This is an optimization exercise on Yosys and OpenROAD, whose aim is small area, a short achievable clock period and few clock cycles, not a production implementation.
In this exercise RTL edits were held to simulation tests only and were not proved equivalent to the original.
Power and IR drop assume default switching activity.

Setup of indigo:
## periodic_task_table_scheduler
module periodic_task_table_scheduler (
    input  logic              i_clk,
    input  logic              i_rst_n,
    input  logic              start,
    output logic              busy,
    input  logic [26:0]       i_item,
    output logic              o_result_valid,
    output logic [17:0]       o_result,
    input  logic              i_cfg_valid,
    output logic              o_cfg_ready,
    input  logic [15:0]       i_cfg_data
);
    localparam int N = NUM_SLOTS;
    function automatic logic [N-1:0] first_one(input logic [N-1:0] v);
        logic seen;
        seen = 1'b0;
        for (int i = 0; i < N; i++) begin
            first_one[i] = v[i] && !seen;
            seen = seen | v[i];
        end
    endfunction
    function automatic logic [3:0] first_idx(input logic [N-1:0] v);
        first_idx = '0;
        for (int i = N - 1; i >= 0; i--) begin
            if (v[i]) first_idx = 4'(i);
        end
    endfunction
    function automatic logic many(input logic [N-1:0] v);
        logic seen;
        seen = 1'b0;
        many = 1'b0;
        for (int i = 0; i < N; i++) begin
            many = many | (seen && v[i]);
            seen = seen | v[i];
        end
    endfunction
    logic [7:0]   r_key [N];
    logic [15:0]  r_per [N];
    logic [15:0]  r_cd  [N];
    logic [N-1:0] r_run;
    logic [N-1:0] r_zero;        
    logic [15:0]  r_tick_div;
    logic [15:0]  r_pre;
  ...
For scale: ~68 I/O pins.
==> flow/config.mk <==
export PLATFORM = sky130hd
export DESIGN_NAME = periodic_task_table_scheduler
export DESIGN_NICKNAME = periodic_task_table_scheduler
export VERILOG_FILES = /design/flow/design.v
export SDC_FILE = /design/flow/constraint.sdc
export NUM_CORES = 4
export LEC_CHECK = 0
export CAP_MARGIN = 20
export CORE_MARGIN = 2
export CORE_UTILIZATION = 65
export CTS_CLUSTER_DIAMETER = 80
export CTS_CLUSTER_SIZE = 20
export SETUP_SLACK_MARGIN = 3.2
export SLEW_MARGIN = 20
==> flow/constraint.sdc <==
create_clock -name core_clock -period 6.0 [get_ports {i_clk}]
set_input_delay 1.2000 -clock core_clock [delete_from_list [all_inputs] [get_ports {i_clk}]]
set_output_delay 1.2000 -clock core_clock [all_outputs]
set_load 0.01 [all_outputs]
run.sh (not shown) runs the stock make flow with config.mk's settings and CLKGATE_MAP_FILE= SYNTH_SCRIPT=/design/flow/synth_recipe.tcl, a recipe that flattens the netlist after the stock synthesis.
Testbench counts of indigo, summed over its fixed seeds: cycles 21,292.
## Diff of input files: cedar against indigo
# indigo
export LEC_CHECK = 0
export CAP_MARGIN = 20
export CORE_MARGIN = 2
export CORE_UTILIZATION = 65
export CTS_CLUSTER_DIAMETER = 80
export CTS_CLUSTER_SIZE = 20
export SETUP_SLACK_MARGIN = 3.2
export SLEW_MARGIN = 20
create_clock -name core_clock -period 6.0 [get_ports {i_clk}]
# cedar
export LEC_CHECK = 0
export CAP_MARGIN = 20
export CORE_MARGIN = 2
export CORE_UTILIZATION = 65
export CTS_CLUSTER_DIAMETER = 80
export CTS_CLUSTER_SIZE = 20
export SETUP_SLACK_MARGIN = 3.3
export SLEW_MARGIN = 20
create_clock -name core_clock -period 6.0 [get_ports {i_clk}]
[summary]
- Compared with indigo, cedar shows final period demand of the worst path lower by 12 ps.
- Changes observed in cedar relative to indigo: setup slack up 12 ps; register-to-register slack up 20 ps.
- Going from indigo to cedar, sum of internal, switching and leakage power was more or less identical, clock-buffer cell count went down by 1.
- Final standard cell area without fillers | cedar above indigo
- Min fraction of power consumed by the clock network across indigo and cedar: cedar
- cedar against indigo: number of global-route vias before repair up 236, total number of vias up 355.
- cedar: total detailed-routing wirelength is 1.0 mm higher than what indigo reported.
The inputs of violet differ from those of cedar as listed below.
# cedar
export LEC_CHECK = 0
export CAP_MARGIN = 20
export CORE_MARGIN = 2
export CORE_UTILIZATION = 65
export CTS_CLUSTER_DIAMETER = 80
export CTS_CLUSTER_SIZE = 20
export SETUP_SLACK_MARGIN = 3.3
export SLEW_MARGIN = 20
create_clock -name core_clock -period 6.0 [get_ports {i_clk}]
# violet
export LEC_CHECK = 0
export CAP_MARGIN = 20
export CORE_MARGIN = 2
export CORE_UTILIZATION = 65
export CTS_CLUSTER_DIAMETER = 80
export CTS_CLUSTER_SIZE = 20
export SETUP_SLACK_MARGIN = 3.0
export SLEW_MARGIN = 20
create_clock -name core_clock -period 6.0 [get_ports {i_clk}]
Findings:
When violet is set beside cedar, its via count turns out to be 1049 smaller. Going from cedar to violet, core utilization went down 4.5 points; number of buffers inserted during clock tree synthesis now larger; clock-buffer cell count -about 5.3%; net count reported at finish lost 103; routed length on met2 dropped 2.8%. Relative area change from synthesis to final layout: violet vs cedar down 6.8 points. Between cedar and violet, the worst hold path stage count does not differ in any meaningful way. violet and cedar ended up with roughly the same worst hold-check slack. violet ended up with a higher peak supply drop than cedar did. Compared violet against cedar; footprint of the flip-flops and latches within noise.

## separate check: timing with driven ports
Ports are ideal in the flow. The routed layouts listed here were re-timed in OpenROAD. Step 1 sets driving cells, clkbuf_16 on the clock port and buf_2 on the other inputs (assumed; they add their load-dependent delay and slew). Step 2 also shifts input and output timing later by t, the mid clock arrival at the registers, as if the neighbouring blocks saw the same clock. Slacks: no drivers / after step 1 / after step 2; pairs: no drivers / after step 1.
run	t, ns	setup slack, ns	worst setup path at the end	clock arrival spread, ns	cell pins on the clock port's net
indigo	0.667	3.097 / 3.047 / 2.379	input to register	0.033 / 0.033	1
cedar	0.669	3.108 / 3.077 / 2.407	input to register	0.027 / 0.027	1
violet	0.682	2.977 / 2.977 / 2.374	input to register	0.034 / 0.035	1
After both steps every run listed still meets setup and hold. The setup slack of indigo, which loses most, moves by -0.050 ns with the drivers and by -0.718 ns with both steps.
